This design comes from an exercise in tuning for small area, a short achievable clock period and few clock cycles per item on the open sky130 flow, not from production work. Only simulation tests tie the RTL to the original design; equivalence was not proved. No activity file was given, so power comes from the tool's default toggle rates.

==> inputs of 11-15 <==
// keyed_scan_cache_oldest_evict
module keyed_scan_cache_oldest_evict #(
   parameter int ENTRIES = ksco_pkg::DEFAULT_ENTRIES
) (
   input  logic         clock,
   input  logic         reset,
   input  logic         req_tvalid,
   output logic         req_tready,
   input  logic [87:0]  req_tdata,    
   input  logic [1:0]   req_tuser,    
   output logic         rsp_tvalid,
   input  logic         rsp_tready,
   output logic [15:0]  rsp_tdata,    
   output logic [2:0]   rsp_tuser,    
   input  logic         csr_wr_en,
   input  logic [31:0]  csr_wr_data
);
clock: 6.0 ns
lec_check: 0
cap_margin: 20
core_margin: 2
core_utilization: 25
place_density: 0.35
setup_slack_margin: 2.4
slew_margin: 20
run.sh (not shown) runs the stock make flow with config.mk's settings and CLKGATE_MAP_FILE= SYNTH_SCRIPT=/design/flow/synth_recipe.tcl, a recipe that flattens the netlist after the stock synthesis.
==> 06-11 (differences from 11-15) <==
--- a/flow/design.v
+++ b/flow/design.v
@@ -119,13 +119,12 @@
       );
    end
    logic                c_v, c_cmd;
    logic [N-1:0]        c_hit, c_lt, c_le;
    logic                c_feq, c_flt, c_fle;
    logic                d_feq, d_flt, d_fle;
-   logic [ST_W:0]       c_p;
    logic [ST_W-1:0]     limit_q;
    assign d_feq = (q_key == d_key);
    assign d_flt = (d_now <  q_now);
    assign d_fle = (d_now <= q_now);
    always_ff @(posedge clock) begin
       if (reset) c_v <= 1'b0;
@@ -137,13 +136,12 @@
       c_hit <= (key_eq & v_q & ~we_q) | (we_q & {N{d_feq}});
       c_lt  <= (st_lt & ~we_q) | (we_q & {N{d_flt}});
       c_le  <= (st_le & ~we_q) | (we_q & {N{d_fle}});
       c_feq <= (q_key == c_key);
       c_flt <= (c_now <  q_now);
       c_fle <= (c_now <= q_now);
-      c_p   <= {1'b0, q_now} + {1'b0, ~limit_q};
    end
    logic [N-1:0]        hit, lt, le, free, oldest, sel;
    logic                any_hit, any_lt, full, do_wr;
    logic [N-1:0][N-1:0] ord;          
    assign hit = (c_hit & ~we_q) | (we_q & {N{c_feq}});
    assign lt  = (c_lt  & ~we_q) | (we_q & {N{c_flt}});
@@ -223,13 +221,13 @@
       w_hit   <= any_hit;
       w_le    <= |(hit & le);
       w_ust   <= any_hit ? ksco_pkg::ST_REFRESH : (!full ? ksco_pkg::ST_FILL : ksco_pkg::ST_EVICT);
       w_idx   <= sel_idx;
       w_stamp <= m_stamp;
       w_dbm   <= m_dbm;
-      w_p     <= c_p;
+      w_p     <= {1'b0, c_now} + {1'b0, ~limit_q};
    end
    logic                g, stale;
    logic [STS_W-1:0]    r_status;
    logic [SLOT_W-1:0]   r_slot;
    logic [DBM_W-1:0]    r_dbm;
    assign g     = (w_p[ST_W-1:0] >= w_stamp);
- CORE_UTILIZATION: 25 -> 30
- CTS_CLUSTER_DIAMETER: unset -> 80
- CTS_CLUSTER_SIZE: unset -> 30
- PLACE_DENSITY: 0.35 -> 0.4
==> run summary <==
Status: 06-11 no timing/DRC/antenna violations; 11-15 no timing/DRC/antenna violations
Fin util: 06-11 0.351; 11-15 0.301
Mean post-synth cell area: 06-11 13.5 um^2; 11-15 13.5 um^2
Area Overhead vs Synth: 06-11 16.8%; 11-15 20.0%
Synth Area in XOR/XNOR: 06-11 0.0698; 11-15 0.0698
Count of clock-net buffers in the final layout: 06-11 305; 11-15 641
Area occupied by multi-input gates: 06-11 64400 um^2; 11-15 64100 um^2
Post_cts resized: 06-11 397; 11-15 304
Maximum clock frequency: 06-11 266 MHz; 11-15 260 MHz
Required time of the critical path: 06-11 6.73 ns; 11-15 6.88 ns
Number of non-clock buffers in the layout: 06-11 1014; 11-15 994
Horizontal extent of the die: 06-11 775 um; 11-15 851 um
Post-Synthesis Cells: 06-11 13.2k; 11-15 13.3k
Final Net Count: 06-11 15.1k; 11-15 15.4k
Net Switching: 06-11 16100 uW; 11-15 16800 uW
Fraction of power spent switching nets: 06-11 0.278; 11-15 0.259
Antenna diode instance count: 06-11 86; 11-15 168
Slowest cell on the critical path: 06-11 a222oi_1; 11-15 nand2_1
Setup bufs post-CTS: 06-11 107; 11-15 110
Fraction of met2 tracks used by global routing: 06-11 0.500; 11-15 0.427
Instance area at placement: 06-11 193000 um^2; 11-15 197000 um^2
Fraction of the mapped netlist area in simple logic gates: 06-11 0.0843; 11-15 0.0844
Final critical-path share of the clock period: 06-11 0.627; 11-15 0.641
Share of cell area taken by muxes after synthesis: 06-11 0.00399; 11-15 0.00716
Combinational fraction of design power: 06-11 0.098; 11-15 0.084
Layout sequential cell count: 06-11 3912; 11-15 3945
Beginning of the worst register-to-register path: 06-11 c_lt[0]; 11-15 we_q[16]
Testbench counts of 11-15, summed over its fixed seeds: cycles 4,824, items 4,800.
Testbench counts of 06-11, summed over its fixed seeds: cycles 4,824, items 4,800.

==> inputs of v31 <==
==> flow/design.v <==
package ksco_pkg;
   localparam int ADDR_W    = 48;
   localparam int KEY_W     = ADDR_W + 1;
   localparam int STAMP_W   = 32;
   localparam int DBM_W     = 8;
   localparam int STATUS_W  = 3;
   localparam int SLOT_W    = 5;
   localparam int DEFAULT_ENTRIES = 32;
   localparam logic [STAMP_W-1:0] STALE_LIMIT_RESET = 32'd10000;
   localparam logic [DBM_W-1:0]   DBM_NONE = 8'h80;
   localparam logic CMD_UPDATE = 1'b0;
   localparam logic CMD_LOOKUP = 1'b1;
   localparam logic [STATUS_W-1:0] ST_REFRESH = 3'd0;
   localparam logic [STATUS_W-1:0] ST_FILL    = 3'd1;
   localparam logic [STATUS_W-1:0] ST_EVICT   = 3'd2;
   localparam logic [STATUS_W-1:0] ST_HIT     = 3'd3;
   localparam logic [STATUS_W-1:0] ST_STALE   = 3'd4;
   localparam logic [STATUS_W-1:0] ST_MISS    = 3'd5;
endpackage
module ksco_cell (
   input  logic                          clock,
   input  logic                          we,
   input  logic [ksco_pkg::KEY_W-1:0]    wr_key,
   input  logic [ksco_pkg::DBM_W-1:0]    wr_dbm,
   input  logic [ksco_pkg::STAMP_W-1:0]  wr_stamp,
   input  logic [ksco_pkg::KEY_W-1:0]    q_key,
   input  logic [ksco_pkg::STAMP_W-1:0]  q_now,
   output logic [ksco_pkg::DBM_W-1:0]    dbm,
   output logic [ksco_pkg::STAMP_W-1:0]  stamp,
   output logic                          key_eq,     
   output logic                          stamp_lt,   
   output logic                          stamp_le    
);
   logic [ksco_pkg::KEY_W-1:0] key;
   always_ff @(posedge clock) begin
      if (we) begin
         key   <= wr_key;
         dbm   <= wr_dbm;
         stamp <= wr_stamp;
      end
   end
   assign key_eq   = (key == q_key);
   assign stamp_lt = (stamp <  q_now);
   assign stamp_le = (stamp <= q_now);
endmodule
module keyed_scan_cache_oldest_evict #(
   parameter int ENTRIES = ksco_pkg::DEFAULT_ENTRIES
) (
   input  logic         clock,
   input  logic         reset,
   input  logic         req_tvalid,
   output logic         req_tready,
   input  logic [87:0]  req_tdata,    
   input  logic [1:0]   req_tuser,    
   output logic         rsp_tvalid,
   input  logic         rsp_tready,
   output logic [15:0]  rsp_tdata,    
   output logic [2:0]   rsp_tuser,    
   input  logic         csr_wr_en,
   input  logic [31:0]  csr_wr_data
);
   localparam int N      = ENTRIES;
   localparam int IDX_W  = $clog2(N);
   localparam int KEY_W  = ksco_pkg::KEY_W;
   localparam int DBM_W  = ksco_pkg::DBM_W;
   localparam int ST_W   = ksco_pkg::STAMP_W;
   localparam int STS_W  = ksco_pkg::STATUS_W;
   localparam int SLOT_W = ksco_pkg::SLOT_W;
   localparam int FIFO_D = 4;
   localparam int RSP_W  = STS_W + DBM_W + SLOT_W;
   logic                q_v, q_cmd;
   logic [KEY_W-1:0]    q_key;
   logic [DBM_W-1:0]    q_dbm;
   logic [ST_W-1:0]     q_now;
   logic                accept, take;
   logic [2:0]          cnt_q, cnt_in;    
   logic                rdy_q;
   assign req_tready = rdy_q;
   assign accept     = req_tvalid && rdy_q;
   assign take       = rsp_tvalid && rsp_tready;
   assign cnt_in     = cnt_q + 3'(accept) - 3'(take);
   always_ff @(posedge clock) begin
      if (reset) begin
         cnt_q <= '0;
         rdy_q <= 1'b1;
      end else begin
         cnt_q <= cnt_in;
         rdy_q <= (cnt_in != 3'(FIFO_D));
      end
   end
   assign q_v   = accept;
   assign q_cmd = req_tuser[0];
   assign q_key = {req_tuser[1], req_tdata[47:0]};
   assign q_dbm = req_tdata[55:48];
   assign q_now = req_tdata[87:56];
   logic [N-1:0]               v_q;
   logic [N-1:0][DBM_W-1:0]    e_dbm;
   logic [N-1:0][ST_W-1:0]     e_stamp;
   logic [N-1:0]               key_eq, st_lt, st_le;
   logic [N-1:0]               we, we_q, we_t;
   logic [N-1:0][N-1:0]        age_q;
   logic [KEY_W-1:0]           c_key, d_key;
   logic [DBM_W-1:0]           c_dbm, d_dbm;
   logic [ST_W-1:0]            c_now, d_now;
   for (genvar i = 0; i < N; i++) begin : g_e
      ksco_cell u_cell (
         .clock    (clock),
         .we       (we_t[i]),
         .wr_key   (d_key),
         .wr_dbm   (d_dbm),
         .wr_stamp (d_now),
         .q_key    (q_key),
         .q_now    (q_now),
         .dbm      (e_dbm[i]),
         .stamp    (e_stamp[i]),
         .key_eq   (key_eq[i]),
         .stamp_lt (st_lt[i]),
         .stamp_le (st_le[i])
      );
   end
   logic                c_v, c_cmd;
   logic [N-1:0]        c_hit, c_lt, c_le;
   logic                c_feq, c_flt, c_fle;
   logic                d_feq, d_flt, d_fle;
   logic [ST_W-1:0]     limit_q;
   assign d_feq = (q_key == d_key);
   assign d_flt = (d_now <  q_now);
   assign d_fle = (d_now <= q_now);
   always_ff @(posedge clock) begin
      if (reset) c_v <= 1'b0;
      else       c_v <= q_v;
      c_cmd <= q_cmd;
      c_key <= q_key;
      c_dbm <= q_dbm;
      c_now <= q_now;
      c_hit <= (key_eq & v_q & ~we_q) | (we_q & {N{d_feq}});
      c_lt  <= (st_lt & ~we_q) | (we_q & {N{d_flt}});
      c_le  <= (st_le & ~we_q) | (we_q & {N{d_fle}});
      c_feq <= (q_key == c_key);
      c_flt <= (c_now <  q_now);
      c_fle <= (c_now <= q_now);
   end
   logic [N-1:0]        hit, lt, le, free, oldest, sel;
   logic                any_hit, any_lt, full, do_wr;
   logic [N-1:0][N-1:0] ord;          
   assign hit = (c_hit & ~we_q) | (we_q & {N{c_feq}});
   assign lt  = (c_lt  & ~we_q) | (we_q & {N{c_flt}});
   assign le  = (c_le  & ~we_q) | (we_q & {N{c_fle}});
   for (genvar i = 0; i < N; i++) begin : g_old
      for (genvar j = 0; j < N; j++) begin : g_b
         if (j > i)      assign ord[i][j] = age_q[i][j];
         else if (j < i) assign ord[i][j] = !age_q[j][i];
         else            assign ord[i][j] = 1'b1;
      end
      assign oldest[i] = &ord[i];
      if (i == 0) assign free[i] = !v_q[i];
      else        assign free[i] = !v_q[i] && v_q[i-1];
   end
   assign any_hit = (pupd_q && c_feq) || (|(c_hit & ~we_q));
   assign any_lt  = (pupd_q && c_flt) || (|(c_lt  & ~we_q));
   assign full    = v_q[N-1];
   assign do_wr   = c_v && (c_cmd == ksco_pkg::CMD_UPDATE);
   always_comb begin
      if (any_hit)     sel = hit;
      else if (!full)  sel = free;
      else if (any_lt) sel = oldest;
      else             sel = N'(1);
   end
   assign we = do_wr ? sel : '0;
   logic pupd_q;
   always_ff @(posedge clock) begin
      if (reset) begin
         v_q    <= '0;
         we_q   <= '0;
         pupd_q <= 1'b0;
      end else begin
         v_q    <= v_q | we;
         we_q   <= we;
         pupd_q <= do_wr;
      end
      we_t  <= we;
      d_key <= c_key;
      d_dbm <= c_dbm;
      d_now <= c_now;
   end
   for (genvar i = 0; i < N; i++) begin : g_row
      for (genvar j = i + 1; j < N; j++) begin : g_col
         always_ff @(posedge clock) begin
            if (we[i])      age_q[i][j] <= !lt[j];
            else if (we[j]) age_q[i][j] <= le[i];
         end
      end
   end
   logic [N-1:0]     rd;
   logic             rd_d;
   logic [IDX_W-1:0] sel_idx;
   logic [ST_W-1:0]  m_stamp;
   logic [DBM_W-1:0] m_dbm;
   assign rd   = c_hit & ~we_q;
   assign rd_d = c_feq && pupd_q;
   always_comb begin
      sel_idx = '0;
      m_stamp = rd_d ? d_now : '0;
      m_dbm   = rd_d ? d_dbm : '0;
      for (int i = 0; i < N; i++) begin
         if (sel[i]) sel_idx = sel_idx | IDX_W'(i);
         m_stamp = m_stamp | (e_stamp[i] & {ST_W{rd[i]}});
         m_dbm   = m_dbm   | (e_dbm[i]   & {DBM_W{rd[i]}});
      end
   end
   logic                w_v, w_cmd, w_hit, w_le;
   logic [STS_W-1:0]    w_ust;
   logic [IDX_W-1:0]    w_idx;
   logic [ST_W-1:0]     w_stamp;
   logic [DBM_W-1:0]    w_dbm;
   logic [ST_W:0]       w_p;
   always_ff @(posedge clock) begin
      if (reset) w_v <= 1'b0;
      else       w_v <= c_v;
      w_cmd   <= c_cmd;
      w_hit   <= any_hit;
      w_le    <= |(hit & le);
      w_ust   <= any_hit ? ksco_pkg::ST_REFRESH : (!full ? ksco_pkg::ST_FILL : ksco_pkg::ST_EVICT);
      w_idx   <= sel_idx;
      w_stamp <= m_stamp;
      w_dbm   <= m_dbm;
      w_p     <= {1'b0, c_now} + {1'b0, ~limit_q};
   end
   logic                g, stale;
   logic [STS_W-1:0]    r_status;
   logic [SLOT_W-1:0]   r_slot;
   logic [DBM_W-1:0]    r_dbm;
   assign g     = (w_p[ST_W-1:0] >= w_stamp);
   assign stale = w_le ? (w_p[ST_W] && g) : (w_p[ST_W] || g);
   always_comb begin
      r_slot   = SLOT_W'(w_idx);
      r_dbm    = ksco_pkg::DBM_NONE;
      r_status = w_ust;
      if (w_cmd == ksco_pkg::CMD_LOOKUP) begin
         if (!w_hit) begin
            r_status = ksco_pkg::ST_MISS;
            r_slot   = '0;
         end else if (stale) begin
            r_status = ksco_pkg::ST_STALE;
         end else begin
            r_status = ksco_pkg::ST_HIT;
            r_dbm    = w_dbm;
         end
      end
   end
   always_ff @(posedge clock) begin
      if (reset)          limit_q <= ksco_pkg::STALE_LIMIT_RESET;
      else if (csr_wr_en) limit_q <= csr_wr_data;
   end
   logic                 o_v;
   logic [RSP_W-1:0]     o_data, r_data;
   logic [FIFO_D-2:0][RSP_W-1:0] f_data;
   logic [1:0]           f_wp, f_rp;
   logic [2:0]           f_n;        
   logic                 o_load, f_push, f_pop;
   assign r_data = {r_status, r_dbm, r_slot};
   assign o_load = !o_v || take;
   assign f_pop  = o_load && (f_n != 3'd0);
   assign f_push = w_v && !(o_load && (f_n == 3'd0));
   always_ff @(posedge clock) begin
      if (reset) begin
         o_v  <= 1'b0;
         f_wp <= '0;
         f_rp <= '0;
         f_n  <= '0;
      end else begin
         if (o_load) o_v <= (f_n != 3'd0) || w_v;
         if (f_push) f_wp <= (f_wp == 2'(FIFO_D - 2)) ? '0 : f_wp + 2'd1;
         if (f_pop)  f_rp <= (f_rp == 2'(FIFO_D - 2)) ? '0 : f_rp + 2'd1;
         f_n <= f_n + 3'(f_push) - 3'(f_pop);
      end
      if (o_load) o_data <= (f_n != 3'd0) ? f_data[f_rp] : r_data;
      if (f_push) f_data[f_wp] <= r_data;
   end
   assign rsp_tvalid = o_v;
   assign {rsp_tuser, rsp_tdata[12:5], rsp_tdata[4:0]} = o_data;
   assign rsp_tdata[15:13] = 3'b000;
endmodule
==> flow/run.sh <==
#!/bin/bash
# synth_recipe.tcl (not shown) runs the flow's synth.tcl, then flattens the netlist and writes it again
# the make line also repeats each setting of config.mk as NAME=value (left out here)
make -C /OpenROAD-flow-scripts/flow DESIGN_CONFIG=/design/flow/config.mk WORK_HOME=/design/flow/orfs CLKGATE_MAP_FILE= SYNTH_SCRIPT=/design/flow/synth_recipe.tcl finish
==> flow/config.mk <==
export PLATFORM = sky130hd
export DESIGN_NAME = keyed_scan_cache_oldest_evict
export DESIGN_NICKNAME = keyed_scan_cache_oldest_evict
export VERILOG_FILES = /design/flow/design.v
export SDC_FILE = /design/flow/constraint.sdc
export NUM_CORES = 4
export LEC_CHECK = 0
export CAP_MARGIN = 20
export CORE_MARGIN = 2
export CORE_UTILIZATION = 25
export CTS_CLUSTER_DIAMETER = 80
export CTS_CLUSTER_SIZE = 30
export PLACE_DENSITY = 0.35
export SETUP_SLACK_MARGIN = 2.4
export SLEW_MARGIN = 20
==> flow/constraint.sdc <==
create_clock -name core_clock -period 6.0 [get_ports {clock}]
set_input_delay 1.2000 -clock core_clock [delete_from_list [all_inputs] [get_ports {clock}]]
set_output_delay 1.2000 -clock core_clock [all_outputs]
set_load 0.01 [all_outputs]
==> inputs of v35, as changes to v31 <==
--- a/flow/config.mk
+++ b/flow/config.mk
@@ -11,5 +11,5 @@
 export CTS_CLUSTER_DIAMETER = 80
 export CTS_CLUSTER_SIZE = 30
 export PLACE_DENSITY = 0.35
-export SETUP_SLACK_MARGIN = 2.4
+export SETUP_SLACK_MARGIN = 2.8
 export SLEW_MARGIN = 20
==> notes <==
- In v31 the hold slack is better than in v35, by 0.039 ns.
- In v35 the non-clock buffer count is higher than in v31, by 347.
- Between v31 and v35, the lower sequential share of layout area is in v35 (gap 2.5 points).
- v35 produced a clean layout. v31 finished clean.
- In v35 the utilization is higher than in v31, by 1.5 points.
- In synthesized area, v31 and v35 do not differ.
- Global-route usage: v31 is lower than v35 (0.70 points).
- In sequential power, v31 and v35 hardly differ.
- Of v35 and v31, v35 has the higher total power (gap about 1.9%, measured against v31).
- In v35 the clock power is larger than in v31, by about 2%.
- Of v31 and v35, v35 has the higher cell count (gap 1.6%, measured against v35).
==> figures <==
item	v35	v31
Clock Skews	0.0976 ns	0.0915 ns
Outcome	finished clean	finished clean
Pre-CTS WS	0.0418 ns	0.125 ns
Hold wc startpoint	req_tdata[73]	c_dbm[3]
Met3 Usage GRT	0.0484	0.0389
Worst hold path cell count	1	0
Initial antenna violation count	133	142
Worst Reg-to-Reg Cells	15	9
Minimum clock period after layout	3.59 ns	3.68 ns
Total power divided by cell area	276 mW/mm^2	284 mW/mm^2
Vias after detailed routing	133k	129k
Final instance area	0.221 sq mm	0.211 sq mm
Multi-input gate area in the final layout	0.0686 sq mm	0.0642 sq mm
Clock network area share	0.0519	0.0532
Path class of the lowest-slack min-delay path	in -> reg	reg -> reg
Fillers	71.3k	72.0k
Multi-input gates	8279	8270
Cells after DPL	22.9k	22.9k
Max Fanout on Critical Path	6	22
Cell area after placement	0.196 sq mm	0.196 sq mm
End point of the most critical hold path	c_now[17]	d_dbm[3]
Data required time at the worst endpoint	6.72 ns	6.86 ns
Testbench counts of v31, summed over its fixed seeds: cycles 4,824, items 4,800.
Testbench counts of v35, summed over its fixed seeds: cycles 4,824, items 4,800.

## port drivers added, routing unchanged
How much do the figures lean on ideal ports? The routed layouts below were timed once more, with nothing changed but the port constraints.
Step 1 sets driving cells, clkbuf_16 on the clock port and buf_2 on the other inputs (assumed; they add their load-dependent delay and slew).
Step 2, shift: input delay + t, output delay - t, t = (earliest + latest rising clock arrival at the registers) / 2. This alone moves slack from input paths to output paths.
a / b / c = no drivers / after step 1 / after step 2; a / b = the first two.
run	shift t [ns]	setup slack, ns	hold slack, ns	worst setup path after step 2	latest minus earliest clock arrival (ns)
11-15	1.183	2.153 / 2.153 / 1.317	0.322 / 0.236 / 0.322	input to register	0.131 / 0.131
06-11	1.148	2.239 / 2.239 / 1.218	0.339 / 0.252 / 0.339	input to register	0.099 / 0.099
v31	1.178	2.318 / 2.318 / 1.265	0.330 / 0.225 / 0.330	input to register	0.098 / 0.098
v35	1.147	2.410 / 2.410 / 1.492	0.292 / 0.188 / 0.333	input to register	0.112 / 0.111
After both steps every run listed still meets setup and hold. The setup slack of v31, which loses most, moves by 0.000 ns with the drivers and by -1.053 ns with both steps.
